Background: an optimization exercise with open tools, aiming at small area and a short achievable clock period. Do not read the settings as production practice.
In this exercise RTL edits were held to simulation tests only and were not proved equivalent to the original.
Power and IR drop assume default switching activity.

// data_mem_responder
module data_mem_responder (
    input  logic        Clock,
    input  logic        ResetN,
    input  logic        MemRead,
    input  logic        MemWrite,
    input  logic [15:0] Address,
    input  logic [15:0] WriteData,
    output logic [15:0] ReadData,
    output logic        Ready,
    output logic        Error,
    output logic [1:0]  fsm_state
);
Size in the first run: ~14000 cells after synthesis, about 56 I/O pins, ~160000 µm² of cells after synthesis.
==> module data_mem_responder, before the edit <==
module data_mem_responder (
    input  logic        Clock,
    input  logic        ResetN,
    input  logic        MemRead,
    input  logic        MemWrite,
    input  logic [15:0] Address,
    input  logic [15:0] WriteData,
    output logic [15:0] ReadData,
    output logic        Ready,
    output logic        Error,
    output logic [1:0]  fsm_state
);
    localparam int NGRP = 8;             
    localparam int GW   = 256 / NGRP;    
    logic w1, w2, o0, o1, oe;
    logic [15:0] roww;                   
    logic acc;
    logic [15:0] row, col;               
    logic [15:0] wdata;
    logic        rd_ok, wr_ok, err_l;
    assign acc = !(w1 || w2 || o1) && (MemRead || MemWrite);
    always_ff @(posedge Clock or negedge ResetN) begin
        if (!ResetN) begin
            w1    <= 1'b0;
            w2    <= 1'b0;
            o0    <= 1'b0;
            o1    <= 1'b0;
            oe    <= 1'b0;
            roww  <= '0;
        end else begin
            w1    <= acc;
            w2    <= w1;
            o0    <= acc || w1;
            o1    <= w2;
            oe    <= w2 && err_l;
            roww  <= row & {16{w2 && wr_ok}};
        end
    end
    assign fsm_state = {o1, o0};
    assign Ready     = o1;
    assign Error     = oe;
    logic req_err;
    assign req_err = (MemRead & MemWrite) | Address[0] | (|Address[15:9]);
    always_ff @(posedge Clock) begin
        if (acc) begin
            row   <= 16'(1) << Address[8:5];
            col   <= 16'(1) << Address[4:1];
            wdata <= WriteData;
            err_l <= req_err;
            rd_ok <= MemRead & !req_err;
            wr_ok <= MemWrite & !req_err;
        end
    end
    logic [255:0] sel, we, nwe;
    logic [15:0]  rn [128];              
    for (genvar w = 0; w < 256; w++) begin : g_sel
        assign sel[w] = row[w / 16] & col[w % 16];      
        assign we[w]  = roww[w / 16] & col[w % 16];     
        assign nwe[w] = !(roww[w / 16] & col[w % 16]);
    end
    for (genvar p = 0; p < 128; p++) begin : g_pair
        dmr_word_pair u_pair (
            .Clock(Clock), .sel(sel[2 * p +: 2]), .we(we[2 * p +: 2]), .nwe(nwe[2 * p +: 2]),
            .wd(wdata),
            .rn(rn[p])
        );
    end
    localparam int GP = GW / 2;          
    logic [15:0] part [NGRP];
    for (genvar g = 0; g < NGRP; g++) begin : g_grp
        for (genvar b = 0; b < 16; b++) begin : g_bit
            logic [GP-1:0] terms;
            for (genvar k = 0; k < GP; k++) begin : g_term
                assign terms[k] = rn[g * GP + k][b];
            end
            always_ff @(posedge Clock) part[g][b] <= !(&terms);
        end
    end
    logic [15:0] rd_or;
    always_comb begin
        rd_or = '0;
        for (int g = 0; g < NGRP; g++) rd_or = rd_or | part[g];
    end
    always_ff @(posedge Clock) ReadData <= rd_or & {16{rd_ok}};
endmodule
==> module dmr_word_pair, before the edit <==
module dmr_word_pair (
    input  logic        Clock,
    input  logic [1:0]  sel,
    input  logic [1:0]  we,
    input  logic [1:0]  nwe,
    input  logic [15:0] wd,
    output logic [15:0] rn
);
    logic [15:0] q0, q1;
    always_ff @(posedge Clock) begin
        q0 <= (q0 & {16{nwe[0]}}) | (wd & {16{we[0]}});
        q1 <= (q1 & {16{nwe[1]}}) | (wd & {16{we[1]}});
    end
    assign rn = ~((q0 & {16{sel[0]}}) | (q1 & {16{sel[1]}}));
endmodule
export LEC_CHECK = 0
export CAP_MARGIN = 20
export CORE_MARGIN = 2
export CORE_UTILIZATION = 65
export CTS_BUF_LIST = sky130_fd_sc_hd__clkbuf_16
export CTS_CLUSTER_DIAMETER = 80
export CTS_CLUSTER_SIZE = 28
export PLACE_DENSITY = 0.75
export SETUP_SLACK_MARGIN = 2.55
export SLEW_MARGIN = 20
export SYNTH_HIERARCHICAL = 1
export SYNTH_MINIMUM_KEEP_SIZE = 0
create_clock -name core_clock -period 5.0 [get_ports {Clock}]
run.sh (not shown) runs the stock make flow with config.mk's settings and CLKGATE_MAP_FILE= SYNTH_SCRIPT=/design/flow/synth_recipe.tcl, a recipe that flattens the netlist after the stock synthesis.
Edit:
==> flow/design.v (replaced) <==
module data_mem_responder (
    input  logic        Clock,
    input  logic        ResetN,
    input  logic        MemRead,
    input  logic        MemWrite,
    input  logic [15:0] Address,
    input  logic [15:0] WriteData,
    output logic [15:0] ReadData,
    output logic        Ready,
    output logic        Error,
    output logic [1:0]  fsm_state
);
    localparam int NGRP = 8;             
    localparam int GW   = 256 / NGRP;    
    logic w1, w2, o0, o1, oe;
    logic [15:0] roww;                   
    logic [15:0] wd_g;                   
    logic acc;
    logic [15:0] row, col;               
    logic [15:0] wdata;
    logic        rd_ok, wr_ok, err_l;
    assign acc = !(w1 || w2 || o1) && (MemRead || MemWrite);
    always_ff @(posedge Clock or negedge ResetN) begin
        if (!ResetN) begin
            w1    <= 1'b0;
            w2    <= 1'b0;
            o0    <= 1'b0;
            o1    <= 1'b0;
            oe    <= 1'b0;
            roww  <= '0;
            wd_g  <= '0;
        end else begin
            w1    <= acc;
            w2    <= w1;
            o0    <= acc || w1;
            o1    <= w2;
            oe    <= w2 && err_l;
            roww  <= row & {16{w2 && wr_ok}};
            wd_g  <= wdata & {16{w2 && wr_ok}};
        end
    end
    assign fsm_state = {o1, o0};
    assign Ready     = o1;
    assign Error     = oe;
    logic req_err;
    assign req_err = (MemRead & MemWrite) | Address[0] | (|Address[15:9]);
    always_ff @(posedge Clock) begin
        if (acc) begin
            row   <= 16'(1) << Address[8:5];
            col   <= 16'(1) << Address[4:1];
            wdata <= WriteData;
            err_l <= req_err;
            rd_ok <= MemRead & !req_err;
            wr_ok <= MemWrite & !req_err;
        end
    end
    logic [255:0] sel, nwe;
    logic [15:0]  rn [128];              
    for (genvar w = 0; w < 256; w++) begin : g_sel
        assign sel[w] = row[w / 16] & col[w % 16];
        assign nwe[w] = !(roww[w / 16] & col[w % 16]);
    end
    for (genvar p = 0; p < 128; p++) begin : g_pair
        dmr_word_pair u_pair (
            .Clock(Clock), .sel(sel[2 * p +: 2]), .nwe(nwe[2 * p +: 2]), .wd(wd_g),
            .rn(rn[p])
        );
    end
    localparam int GP = GW / 2;          
    logic [15:0] part_n [NGRP];
    for (genvar g = 0; g < NGRP; g++) begin : g_grp
        for (genvar b = 0; b < 16; b++) begin : g_bit
            logic [GP-1:0] terms;
            for (genvar k = 0; k < GP; k++) begin : g_term
                assign terms[k] = rn[g * GP + k][b];
            end
            always_ff @(posedge Clock) part_n[g][b] <= &terms;
        end
    end
    logic [15:0] rd_or;
    always_comb begin
        rd_or = '0;
        for (int g = 0; g < NGRP; g++) rd_or = rd_or | ~part_n[g];
    end
    always_ff @(posedge Clock) ReadData <= rd_or & {16{rd_ok}};
endmodule
module dmr_word_pair (
    input  logic        Clock,
    input  logic [1:0]  sel,
    input  logic [1:0]  nwe,
    input  logic [15:0] wd,
    output logic [15:0] rn
);
    logic [15:0] q0, q1;
    always_ff @(posedge Clock) begin
        q0 <= (q0 & {16{nwe[0]}}) | (wd & {16{sel[0]}});
        q1 <= (q1 & {16{nwe[1]}}) | (wd & {16{sel[1]}});
    end
    assign rn = ~((q0 & {16{sel[0]}}) | (q1 & {16{sel[1]}}));
endmodule
Outcome: Routed wire length decreases by 6.4%. Combinational power rises by about 6.6%. Clock power goes down by about 2%. Setup slack improved by 55 ps. Non-clock buffer count came out higher by 85.

-- port drivers added, routing unchanged --
The results above use ideal ports. As a check the final layouts listed here were re-extracted and re-timed, cells and wires unchanged. Step 1 sets driving cells, clkbuf_16 on the clock port and buf_2 on the other inputs (assumed; they add their load-dependent delay and slew). Step 2, shift: input delay + t, output delay - t, t = (earliest + latest rising clock arrival at the registers) / 2. This alone moves slack from input paths to output paths. Slacks: ideal ports / drivers / drivers and shift; pairs: ideal ports / drivers.
run | shift t [ns] | setup WS [ns] | worst setup path after step 2 | worst register clock-pin slew, ns | pins driven straight from the clock port
the first run | 0.980 | 2.396 / 2.345 / 1.785 | input to register | 0.11 / 0.11 | 1
the second run | 0.972 | 2.451 / 2.440 / 1.951 | input to register | 0.11 / 0.11 | 1
After both steps every run listed still meets setup and hold. For the first run, which loses most, drivers alone change the setup slack by -0.051 ns; drivers and shift together by -0.611 ns.
